This design comes from an exercise in tuning for small area, a short achievable clock period and few clock cycles on the open sky130 flow, not from production work. RTL that was checked went through simulation tests only; none was proved equivalent to the original. Power figures rest on the tool's default switching activity, not on a simulated workload.

==> trial 96 <==
==> flow/design.v (excerpt) <==
module sort_xcel (
  input  wire logic                        clk,
  input  wire logic                        reset,
  input  wire logic                        xcel_req_val_i,
  output logic                             xcel_req_rdy_o,
  input  wire logic                        xcel_req_write_i,
  input  wire logic [1:0]                  xcel_req_addr_i,
  input  wire logic [sort_pkg::DATA_W-1:0] xcel_req_data_i,
  output logic                             xcel_resp_val_o,
  input  wire logic                        xcel_resp_rdy_i,
  output logic [sort_pkg::DATA_W-1:0]      xcel_resp_data_o,
  output logic                             mem_req_val_o,
  input  wire logic                        mem_req_rdy_i,
  output logic                             mem_req_write_o,
  output logic [sort_pkg::DATA_W-1:0]      mem_req_addr_o,
  output logic [sort_pkg::DATA_W-1:0]      mem_req_data_o,
  input  wire logic                        mem_resp_val_i,
  output logic                             mem_resp_rdy_o,
  input  wire logic                        mem_resp_write_i,
  input  wire logic [sort_pkg::DATA_W-1:0] mem_resp_data_i
);
make LEC_CHECK=0 ABC_AREA=1 CAP_MARGIN=20 CORE_MARGIN=2 CORE_UTILIZATION=50 SETUP_SLACK_MARGIN=4.9 SLEW_MARGIN=20 finish   # period 9.0 ns
run.sh (not shown) runs the stock make flow with config.mk's settings and CLKGATE_MAP_FILE= SYNTH_SCRIPT=/design/flow/synth_recipe.tcl, a recipe that flattens the netlist after the stock synthesis.
==> trial 19: changes against trial 96 <==
- CORE_UTILIZATION: 50 -> 60
- SETUP_SLACK_MARGIN: 4.9 -> 4.7
==> trial 37: changes against trial 96 <==
--- a/flow/design.v
+++ b/flow/design.v
@@ -122,17 +122,17 @@
     for (int k = 0; k < 4; k++) begin
       oi[k]    = o[k] + 1'b1;
       ra[k]    = lo | kw[k][IW-1:0] | o[k];
       ract[k]  = (({1'b0, lo} | kw[k]) < {1'b0, n});
       lastr[k] = (|(oi[k] & rw_w[IW-1:0])) || ((lo | kw[k][IW-1:0] | oi[k]) == n);
     end
   end
   assign lo_nx   = {3'b0, lo} + {rw_w, 2'b00};
-  always_ff @(posedge clk) rd_last <= (lo_nx >= {3'b0, n});
+  assign rd_last = (lo_nx >= {3'b0, n});
   assign rd_done = !(|left) && !need_desc;
   logic [3:0][DW-1:0] hd, xd, hd_d, xd_d;
   logic [3:0]         hv, hl, xv, xl, hv_d, hl_d, xv_d, xl_d;
   logic [3:0][1:0]    occ;      
   logic [3:0][3:0]    gt;       
   logic [3:0]         ltx;      
   logic               rlt;      
   logic [3:0]         swap;
@@ -143,39 +143,29 @@
   logic [2:0]      tcnt;
   logic            rsp;
   logic [3:0]      push;
   logic [2:0]      tnew;
   assign rsp  = mem_resp_val_i && !mem_resp_write_i;
   assign tq_h = tq[trp];
   always_comb for (int k = 0; k < 4; k++) push[k] = rsp && (tq_h[2:1] == k);
   logic [1:0][1:0] mq;
-  logic            mpush;
-  logic [1:0]      mval;
   logic [1:0]      mcnt;
   logic [3:0]      act;
-  logic [3:0] live, done_n;
-  logic [1:0] mq0_n;
-  logic       mact_n;
-  always_comb begin
-    mact_n = merge_end ? (mcnt == 2'd2 || mpush) : (mcnt != 2'd0 || mpush);
-    mq0_n  = merge_end ? ((mcnt == 2'd2) ? mq[1] : mval) : ((mcnt == 2'd0) ? mval : mq[0]);
-    done_n = merge_end ? 4'b0 : (done | fin);
-    for (int k = 0; k < 4; k++) act[k] = mact_n && (k <= mq0_n);
-  end
+  always_comb for (int k = 0; k < 4; k++) act[k] = (mcnt != 2'd0) && (k <= mq[0]);
   assign rlt = mem_resp_data_i < hd[tq_h[2:1]];
   logic          pwv;         
   logic [DW-1:0] pwd;
   logic [IW-1:0] wp;          
-  logic [3:0]    hs_rsp, xs_rsp;
-  logic [3:0]    ready, win, pop, fin, ht_x, ht_rsp, xt_rsp;
+  logic [3:0]    live, ready, win, pop, fin, ht_x, ht_rsp, xt_rsp;
   logic          all_ready, pop_any, merge_end;
   always_comb begin
     for (int k = 0; k < 4; k++) begin
       swap[k]  = pre && hv[k] && !hl[k] && xv[k] && ltx[k];
+      live[k]  = act[k] && !done[k];
       ready[k] = hv[k] && (!pre || hl[k] || (xv[k] && !ltx[k]));
     end
     all_ready = 1'b1;
     for (int k = 0; k < 4; k++) if (live[k] && !ready[k]) all_ready = 1'b0;
     for (int k = 0; k < 4; k++) begin
       win[k] = live[k];
       for (int j = 0; j < 4; j++) begin
         if (j > k && live[j] &&  gt[k][j]) win[k] = 1'b0;
@@ -190,22 +180,20 @@
       if (fin[k] && ((live & ~(4'b1 << k)) == 4'b0)) merge_end = 1'b1;
     end
   end
   always_comb begin
     for (int k = 0; k < 4; k++) begin
       ht_x[k]   = (pop[k] && xv[k]) || swap[k];
       ht_rsp[k] = push[k] && (pop[k] ? !xv[k] : !hv[k]);
       xt_rsp[k] = push[k] && !ht_rsp[k];
-      hs_rsp[k] = (tq_h[2:1] == k) && (pop[k] ? !xv[k] : !hv[k]);
-      xs_rsp[k] = (tq_h[2:1] == k) && (pop[k] ? xv[k] : (hv[k] && !xv[k]));
-      hd_d[k] = hs_rsp[k] ? mem_resp_data_i : ht_x[k] ? xd[k] : hd[k];
+      hd_d[k] = ht_rsp[k] ? mem_resp_data_i : ht_x[k] ? xd[k] : hd[k];
       hl_d[k] = ht_rsp[k] ? tq_h[0] : (pop[k] && xv[k]) ? xl[k] : hl[k];
       hv_d[k] = ht_rsp[k] || (pop[k] ? xv[k] : hv[k]);
-      xd_d[k] = xs_rsp[k] ? mem_resp_data_i : swap[k] ? hd[k] : xd[k];
+      xd_d[k] = xt_rsp[k] ? mem_resp_data_i : swap[k] ? hd[k] : xd[k];
       xl_d[k] = xt_rsp[k] ? tq_h[0] : xl[k];
       xv_d[k] = xt_rsp[k] || (xv[k] && !pop[k]);
     end
   end
   logic          rv, rwr;
   logic [29:0]   raddr;
   logic [DW-1:0] rdata;
   logic          rfree, iss_w, iss_r, rd_any;
@@ -259,38 +247,39 @@
       pwv   <= 1'b0;
       occ   <= '0;
       tcnt  <= '0;
       twp   <= '0;
       trp   <= '0;
       hv    <= '0;
       xv    <= '0;
       done  <= '0;
-      live  <= '0;
       mcnt  <= '0;
     end else begin
       hv <= hv_d;
       xv <= xv_d;
       for (int k = 0; k < 4; k++) occ[k] <= occ[k] + iss[k] - pop[k];
       tcnt <= tcnt + iss_r - rsp;
       if (iss_r) twp <= twp + 1'b1;
       if (rsp)   trp <= trp + 1'b1;
-      done <= done_n;
-      live <= act & ~done_n;
+      if (merge_end) done <= '0;
+      else           done <= done | fin;
       if (pop_any)    pwv <= 1'b1;
       else if (iss_w) pwv <= 1'b0;
       if (rfree) rv <= iss_w || iss_r;
       if (go) begin
         busy <= 1'b1;
       end else if (busy && all_done && !pwv && rfree) begin
         busy <= 1'b0;
       end
       mcnt <= mcnt + mpush - merge_end;
     end
   end
+  logic       mpush;
+  logic [1:0] mval;
   assign mpush = busy && !all_done && need_desc && (mcnt != 2'd2);
   assign mval  = ract[3] ? 2'd3 : ract[2] ? 2'd2 : ract[1] ? 2'd1 : 2'd0;
   always_ff @(posedge clk) begin
     if (merge_end) mq[0] <= mq[1];
     if (mpush) mq[mcnt[0] ^ merge_end] <= mval;
   end
   always_ff @(posedge clk) begin
     if (iss_r) tq[twp] <= tnew;
- ABC_AREA: 1 -> unset
- CORE_UTILIZATION: 50 -> 40
- SETUP_SLACK_MARGIN: 4.9 -> 4.7
==> qor summary <==
	trial 37	trial 19	trial 96
Synthesized instance count	3683	4558	4558
Register area	15300 um2	15400 um2	15400 um2
Final worst path period need	5.20 ns	4.60 ns	4.41 ns
Outcome	complete, no violations	complete, no violations	complete, no violations
Most common cell in the netlist	sky130_fd_sc_hd__nor2_1	sky130_fd_sc_hd__nand2_1	sky130_fd_sc_hd__nand2_1
Placed cell area	39800 um2	38900 um2	39200 um2
Total Power Consumption	8.99 mW	10.4 mW	10.4 mW
Number of inserted diodes	2	0	0
Multiplexer share of the synthesized area	11.9%	0.837%	0.837%
Reported net switching power	2.95 mW	3.87 mW	3.89 mW
Layout Utilization	50.8%	71.3%	59.4%
Number of tap instances	1243	782	959
Upper clock frequency limit	192 MHz	217 MHz	227 MHz
Post-detailed-route wirelength per cell	25.0 um	23.1 um	23.3 um
Die W	309 um	252 um	276 um
Cell repeated most along the worst path	sky130_fd_sc_hd__buf_4	sky130_fd_sc_hd__buf_6	-
Testbench counts of trial 96, summed over its fixed seeds: cycles 88,745.
Testbench counts of trial 19, summed over its fixed seeds: cycles 88,745.
Testbench counts of trial 37, summed over its fixed seeds: cycles 88,745.

==> willow <==
sort_xcel, a different RTL version from the one above (not shown whole).
==> flow/design.v (excerpt) <==
module sort_xcel (
  input  wire logic                        clk,
  input  wire logic                        reset,
  input  wire logic                        xcel_req_val_i,
  output logic                             xcel_req_rdy_o,
  input  wire logic                        xcel_req_write_i,
  input  wire logic [1:0]                  xcel_req_addr_i,
  input  wire logic [sort_pkg::DATA_W-1:0] xcel_req_data_i,
  output logic                             xcel_resp_val_o,
  input  wire logic                        xcel_resp_rdy_i,
  output logic [sort_pkg::DATA_W-1:0]      xcel_resp_data_o,
  output logic                             mem_req_val_o,
  input  wire logic                        mem_req_rdy_i,
  output logic                             mem_req_write_o,
  output logic [sort_pkg::DATA_W-1:0]      mem_req_addr_o,
  output logic [sort_pkg::DATA_W-1:0]      mem_req_data_o,
  input  wire logic                        mem_resp_val_i,
  output logic                             mem_resp_rdy_o,
  input  wire logic                        mem_resp_write_i,
  input  wire logic [sort_pkg::DATA_W-1:0] mem_resp_data_i
);
clock: 9.0 ns
lec_check: 0
cap_margin: 20
core_margin: 2
core_utilization: 40
setup_slack_margin: 4.7
slew_margin: 20
==> yarrow (differences from willow) <==
--- a/flow/design.v
+++ b/flow/design.v
@@ -81,18 +81,16 @@
   logic [IW:0]   w;           
   logic          src_arr;     
   logic          dst_arr;     
   logic          all_done;
   logic          first_odd;   
-  logic          pre;         
-  assign all_done = pre ? (n <= 16'd1) : ({1'b0, n} <= w);
+  assign all_done = ({1'b0, n} <= w);
   always_comb begin
     logic [IW-1:0] m;
     m = n - 1'b1;
     first_odd = 1'b0;
-    for (int k = 0; k < IW; k++) if (m[k]) first_odd = (k % 2 == 1);
-    if (n == 16'd2) first_odd = 1'b1;
+    for (int k = 0; k < IW; k++) if (m[k]) first_odd = (k % 2 == 0);
   end
   logic [IW-1:0] ra, ea, rb, eb;
   logic          solo_rd;     
   logic          a_left, b_left, rd_idle;
   logic [IW+1:0] s1, s2;
@@ -108,12 +106,10 @@
     logic [DW-1:0] d;
   } ent_t;
   ent_t ha, na, hb, nb, ha_d, na_d, hb_d, nb_d, rsp_e;
   logic [1:0] occ_a, occ_b;   
   logic       lt;             
-  logic       ltn_a, ltn_b;   
-  logic       swap_a, swap_b;
   logic       done_a, done_b;
   logic [2:0] tq [4];
   logic [2:0] tcnt;
   logic       rsp, push_a, push_b;
   assign rsp    = mem_resp_val_i && !mem_resp_write_i;
@@ -122,68 +118,69 @@
   assign rsp_e  = {1'b1, tq[0][1], tq[0][0], mem_resp_data_i};
   logic          pwv;         
   logic [DW-1:0] pwd;
   logic [IW-1:0] wp;          
   logic          can_a, can_b, sel_a, sel_b, pop_a, pop_b, fin_a, fin_b, merge_end;
-  assign swap_a    = pre && ha.v && !ha.last && na.v && ltn_a;
-  assign swap_b    = pre && hb.v && !hb.last && nb.v && ltn_b;
-  assign can_a     = ha.v && !done_a && (!pre || ha.last || (na.v && !ltn_a));
-  assign can_b     = hb.v && !done_b && (!pre || hb.last || (nb.v && !ltn_b));
+  assign can_a     = ha.v && !done_a;
+  assign can_b     = hb.v && !done_b;
   assign sel_a     = can_a && (done_b || ha.solo || (can_b && lt));
   assign sel_b     = can_b && !sel_a && (done_a || can_a);
   assign pop_a     = busy && !pwv && sel_a;
   assign pop_b     = busy && !pwv && sel_b;
   assign fin_a     = pop_a && ha.last;
   assign fin_b     = pop_b && hb.last;
   assign merge_end = (fin_a && (done_b || ha.solo)) || (fin_b && done_a);
-  logic ht_rsp_a, ht_n_a, nt_rsp_a, ht_rsp_b, ht_n_b, nt_rsp_b;
-  assign ht_n_a   = (pop_a && na.v) || swap_a;
-  assign ht_rsp_a = push_a && (pop_a ? !na.v : !ha.v);
-  assign nt_rsp_a = push_a && !ht_rsp_a;
-  assign ht_n_b   = (pop_b && nb.v) || swap_b;
-  assign ht_rsp_b = push_b && (pop_b ? !nb.v : !hb.v);
-  assign nt_rsp_b = push_b && !ht_rsp_b;
   always_comb begin
-    ha_d.d    = ht_rsp_a ? rsp_e.d : ht_n_a ? na.d : ha.d;
-    ha_d.last = ht_rsp_a ? rsp_e.last : (pop_a && na.v) ? na.last : ha.last;
-    ha_d.solo = ht_rsp_a ? rsp_e.solo : (pop_a && na.v) ? na.solo : ha.solo;
-    ha_d.v    = ht_rsp_a || (pop_a ? na.v : ha.v);
-    na_d.d    = nt_rsp_a ? rsp_e.d : swap_a ? ha.d : na.d;
-    na_d.last = nt_rsp_a ? rsp_e.last : na.last;
-    na_d.solo = nt_rsp_a ? rsp_e.solo : na.solo;
-    na_d.v    = nt_rsp_a || (na.v && !pop_a);
-    hb_d.d    = ht_rsp_b ? rsp_e.d : ht_n_b ? nb.d : hb.d;
-    hb_d.last = ht_rsp_b ? rsp_e.last : (pop_b && nb.v) ? nb.last : hb.last;
-    hb_d.solo = 1'b0;
-    hb_d.v    = ht_rsp_b || (pop_b ? nb.v : hb.v);
-    nb_d.d    = nt_rsp_b ? rsp_e.d : swap_b ? hb.d : nb.d;
-    nb_d.last = nt_rsp_b ? rsp_e.last : nb.last;
-    nb_d.solo = 1'b0;
-    nb_d.v    = nt_rsp_b || (nb.v && !pop_b);
+    ha_d = ha; na_d = na;
+    if (pop_a) begin
+      if (na.v) begin
+        ha_d = na;
+        na_d = push_a ? rsp_e : '0;
+      end else begin
+        ha_d = push_a ? rsp_e : '0;
+      end
+    end else if (push_a) begin
+      if (!ha.v) ha_d = rsp_e;
+      else       na_d = rsp_e;
+    end
+    hb_d = hb; nb_d = nb;
+    if (pop_b) begin
+      if (nb.v) begin
+        hb_d = nb;
+        nb_d = push_b ? rsp_e : '0;
+      end else begin
+        hb_d = push_b ? rsp_e : '0;
+      end
+    end else if (push_b) begin
+      if (!hb.v) hb_d = rsp_e;
+      else       nb_d = rsp_e;
+    end
   end
   logic          rv, rw;
   logic [29:0]   raddr;
   logic [DW-1:0] rdata;
   logic          rfree, rd_a, rd_b, iss_a, iss_b, iss_w;
   logic          ok_a, ok_b;
+  logic [IW-1:0] ridx;
+  logic [29:0]   rbase;
   assign rfree = !rv || mem_req_rdy_i;
   assign ok_a  = a_left && (!occ_a[1] || pop_a);
   assign ok_b  = b_left && (!occ_b[1] || pop_b);
-  assign rd_a  = ok_a && (!ok_b || pop_a || (!pop_b && occ_a <= occ_b));
+  assign rd_a  = ok_a && (!ok_b || (occ_a - pop_a) <= (occ_b - pop_b));
   assign rd_b  = ok_b && !rd_a;
   assign iss_w = rfree && pwv;
   assign iss_a = busy && rfree && !pwv && rd_a;
   assign iss_b = busy && rfree && !pwv && rd_b;
-  logic [29:0]   rbase, addr;
-  logic [IW-1:0] ridx;
-  logic [13:0]   rhi1;
-  logic [16:0]   rlo;
-  assign rbase = (pwv ? dst_arr : src_arr) ? base_w : stack_w;
-  assign ridx  = pwv ? wp : rd_a ? ra : rb;
-  assign rhi1  = rbase[29:16] + 1'b1;
-  assign rlo   = {1'b0, rbase[15:0]} + {1'b0, ridx};
-  assign addr  = {rlo[16] ? rhi1 : rbase[29:16], rlo[15:0]};
+  always_comb begin
+    if (pwv) begin
+      ridx  = wp;
+      rbase = dst_arr ? base_w : stack_w;
+    end else begin
+      ridx  = rd_a ? ra : rb;
+      rbase = src_arr ? base_w : stack_w;
+    end
+  end
   assign mem_req_val_o   = rv;
   assign mem_req_write_o = rw;
   assign mem_req_addr_o  = {raddr, 2'b00};
   assign mem_req_data_o  = rdata;
   assign mem_resp_rdy_o  = 1'b1;
@@ -237,32 +234,28 @@
       tq[2] <= tq[3];
     end
     if (iss_a || iss_b) tq[tcnt - rsp] <= tnew;
   end
   always_ff @(posedge clk) begin
-    lt    <= (ha_d.d < hb_d.d);
-    ltn_a <= (na_d.d < ha_d.d);
-    ltn_b <= (nb_d.d < hb_d.d);
+    lt <= (ha_d.d < hb_d.d);
     if (pop_a || pop_b) pwd <= pop_a ? ha.d : hb.d;
     if (rfree) begin
       rw    <= iss_w;
-      raddr <= addr;
+      raddr <= rbase + {14'b0, ridx};
       rdata <= pwd;
     end
     if (go) begin
-      w       <= {{(IW-1){1'b0}}, 2'b10};
-      pre     <= 1'b1;
+      w       <= {{IW{1'b0}}, 1'b1};
       src_arr <= 1'b1;
       dst_arr <= first_odd;
       ra      <= '0;
       ea      <= '0;
       rb      <= '0;
       eb      <= '0;
       wp      <= '0;
     end else if (pass_end) begin
       w       <= {w[IW-1:0], 1'b0};
-      pre     <= 1'b0;
       src_arr <= dst_arr;
       dst_arr <= !dst_arr;
       ra      <= '0;
       ea      <= '0;
       rb      <= '0;
- SETUP_SLACK_MARGIN: 4.7 -> unset
==> garnet (differences from willow) <==
--- a/flow/design.v
+++ b/flow/design.v
@@ -76,10 +76,24 @@
     .clk,
     .xcel_req_val_i, .xcel_req_rdy_o, .xcel_req_write_i, .xcel_req_addr_i,
     .xcel_req_data_i, .xcel_resp_val_o, .xcel_resp_rdy_i, .xcel_resp_data_o,
     .busy_i(busy), .go_o(go), .base_o(base_w), .size_o(n), .stack_o(stack_w)
   );
+  function automatic logic [16:0] add16(input logic [15:0] a, input logic [15:0] b);
+    logic [15:0] p, g, pp, gg;
+    p = a ^ b;
+    g = a & b;
+    pp = p;
+    gg = g;
+    for (int d = 1; d < 16; d = d * 2) begin
+      for (int i = 15; i >= d; i--) begin
+        gg[i] = gg[i] | (pp[i] & gg[i-d]);
+        pp[i] = pp[i] & pp[i-d];
+      end
+    end
+    add16 = {gg[15], p ^ {gg[14:0], 1'b0}};
+  endfunction
   logic [IW:0]   w;           
   logic          src_arr;     
   logic          dst_arr;     
   logic          all_done;
   logic          first_odd;   
@@ -178,11 +192,11 @@
   logic [13:0]   rhi1;
   logic [16:0]   rlo;
   assign rbase = (pwv ? dst_arr : src_arr) ? base_w : stack_w;
   assign ridx  = pwv ? wp : rd_a ? ra : rb;
   assign rhi1  = rbase[29:16] + 1'b1;
-  assign rlo   = {1'b0, rbase[15:0]} + {1'b0, ridx};
+  assign rlo   = add16(rbase[15:0], ridx);
   assign addr  = {rlo[16] ? rhi1 : rbase[29:16], rlo[15:0]};
   assign mem_req_val_o   = rv;
   assign mem_req_write_o = rw;
   assign mem_req_addr_o  = {raddr, 2'b00};
   assign mem_req_data_o  = rdata;
- CTS_BUF_LIST: unset -> sky130_fd_sc_hd__clkbuf_8
- CTS_CLUSTER_DIAMETER: unset -> 60
- CTS_CLUSTER_SIZE: unset -> 20
==> raven (differences from willow) <==
--- a/flow/design.v
+++ b/flow/design.v
@@ -163,27 +163,29 @@
   logic          rv, rw;
   logic [29:0]   raddr;
   logic [DW-1:0] rdata;
   logic          rfree, rd_a, rd_b, iss_a, iss_b, iss_w;
   logic          ok_a, ok_b;
+  logic [IW-1:0] ridx;
+  logic [29:0]   rbase;
   assign rfree = !rv || mem_req_rdy_i;
   assign ok_a  = a_left && (!occ_a[1] || pop_a);
   assign ok_b  = b_left && (!occ_b[1] || pop_b);
-  assign rd_a  = ok_a && (!ok_b || pop_a || (!pop_b && occ_a <= occ_b));
+  assign rd_a  = ok_a && (!ok_b || (occ_a - pop_a) <= (occ_b - pop_b));
   assign rd_b  = ok_b && !rd_a;
   assign iss_w = rfree && pwv;
   assign iss_a = busy && rfree && !pwv && rd_a;
   assign iss_b = busy && rfree && !pwv && rd_b;
-  logic [29:0]   rbase, addr;
-  logic [IW-1:0] ridx;
-  logic [13:0]   rhi1;
-  logic [16:0]   rlo;
-  assign rbase = (pwv ? dst_arr : src_arr) ? base_w : stack_w;
-  assign ridx  = pwv ? wp : rd_a ? ra : rb;
-  assign rhi1  = rbase[29:16] + 1'b1;
-  assign rlo   = {1'b0, rbase[15:0]} + {1'b0, ridx};
-  assign addr  = {rlo[16] ? rhi1 : rbase[29:16], rlo[15:0]};
+  always_comb begin
+    if (pwv) begin
+      ridx  = wp;
+      rbase = dst_arr ? base_w : stack_w;
+    end else begin
+      ridx  = rd_a ? ra : rb;
+      rbase = src_arr ? base_w : stack_w;
+    end
+  end
   assign mem_req_val_o   = rv;
   assign mem_req_write_o = rw;
   assign mem_req_addr_o  = {raddr, 2'b00};
   assign mem_req_data_o  = rdata;
   assign mem_resp_rdy_o  = 1'b1;
@@ -243,11 +245,11 @@
     ltn_a <= (na_d.d < ha_d.d);
     ltn_b <= (nb_d.d < hb_d.d);
     if (pop_a || pop_b) pwd <= pop_a ? ha.d : hb.d;
     if (rfree) begin
       rw    <= iss_w;
-      raddr <= addr;
+      raddr <= rbase + {14'b0, ridx};
       rdata <= pwd;
     end
     if (go) begin
       w       <= {{(IW-1){1'b0}}, 2'b10};
       pre     <= 1'b1;
==> comparison table <==
Outcome: garnet finished clean; willow finished clean; yarrow finished clean; raven finished clean
Worst slack at placement: garnet 3.17 ns; willow 2.99 ns; yarrow 2.06 ns; raven 3.02 ns
Half-perimeter wire length after detailed placement: garnet 54,800 um; willow 56,700 um; yarrow 48,400 um; raven 55,100 um
Met3 wire length: garnet 5980 um; willow 4340 um; yarrow 4700 um; raven 4910 um
Number of synthesized register bits: garnet 434; willow 434; yarrow 433; raven 434
End of the critical path: garnet raddr[17]$_DFFE_PN_; willow raddr[24]$_DFFE_PN_; yarrow raddr[26]$_DFFE_PN_; raven raddr[24]$_DFFE_PN_
Portion of total power attributed to sequential cells: garnet 31.1%; willow 38.6%; yarrow 42.9%; raven 40.5%
Iteration-0 DRC Markers: garnet 1,868; willow 1,690; yarrow 1,966; raven 1,955
Well-tap cell count: garnet 864; willow 873; yarrow 773; raven 864
Number of cells on the critical path: garnet 21; willow 20; yarrow 24; raven 25
Antenna cell count: garnet 4; willow 1; yarrow 1; raven 0
Worst path setup slack after routing: garnet 4.37 ns; willow 4.72 ns; yarrow 2.47 ns; raven 3.94 ns
Wire length of the first global-routing pass: garnet 124,000 um; willow 126,000 um; yarrow 106,000 um; raven 123,000 um
Clock network fraction of design power: garnet 17.0%; willow 32.9%; yarrow 35.1%; raven 35.1%
Cell at the root of the clock tree: garnet clkbuf_8; willow clkbuf_16; yarrow clkbuf_16; raven clkbuf_16
Combinational cell power: garnet 4.61 mW; willow 1.84 mW; yarrow 1.22 mW; raven 1.46 mW
Leakage power: garnet 13.4 nW; willow 13.3 nW; yarrow 11.1 nW; raven 13.7 nW
Crit path arrival time: garnet 5.06 ns; willow 4.59 ns; yarrow 6.87 ns; raven 5.36 ns
Total area of sequential cells: garnet 12,000 sq um; willow 12,000 sq um; yarrow 11,900 sq um; raven 11,900 sq um
Clock Pin Slew Worst Setup and Hold Paths: garnet 0.12 ns; willow 0.06 ns; yarrow 0.06 ns; raven 0.06 ns
Power per cell area: garnet 272 nW/um^2; willow 194 nW/um^2; yarrow 202 nW/um^2; raven 183 nW/um^2
Post-CTS sizing: garnet 215; willow 223; yarrow 0; raven 174
Testbench counts of willow, summed over its fixed seeds: cycles 165,398.
Testbench counts of yarrow, summed over its fixed seeds: cycles 181,233.
Testbench counts of raven, summed over its fixed seeds: cycles 164,875.
Only the layout flow was run in garnet; the RTL was not checked for function there.

==> static timing again, ports no longer ideal <==
In the flow no input, the clock included, has a driving cell. The finished layouts below were timed again as built, in two steps. Step 1: set_driving_cell puts a clkbuf_16 on clk and a buf_2 on each other input, an assumption about the parent block. Step 2 adds t to the input delays and takes it off the output delays; t is the mean of the earliest and latest rising clock arrival at the registers after step 1. Input paths then give back, and output paths get back, about the clock's delay inside the block. Three values: ideal ports, drivers, drivers and shift; two values: the first two.
| run | t, ns | setup WS [ns] | latest minus earliest clock arrival (ns) |
|---|---|---|---|
| trial 96 | 0.690 | 4.589 / 4.589 / 4.363 | 0.019 / 0.020 |
| trial 19 | 0.679 | 4.401 / 4.401 / 4.228 | 0.023 / 0.024 |
| trial 37 | 0.704 | 3.798 / 3.798 / 3.647 | 0.031 / 0.031 |
| willow | 0.650 | 4.719 / 4.711 / 4.144 | 0.030 / 0.030 |
| yarrow | 0.653 | 2.472 / 2.472 / 2.472 | 0.030 / 0.030 |
| garnet | 0.702 | 4.367 / 4.367 / 4.077 | 0.069 / 0.069 |
| raven | 0.647 | 3.938 / 3.938 / 3.938 | 0.026 / 0.027 |
After both steps setup and hold are still met in every run listed. For willow, which loses most, drivers alone change the setup slack by -0.008 ns; drivers and shift together by -0.575 ns.
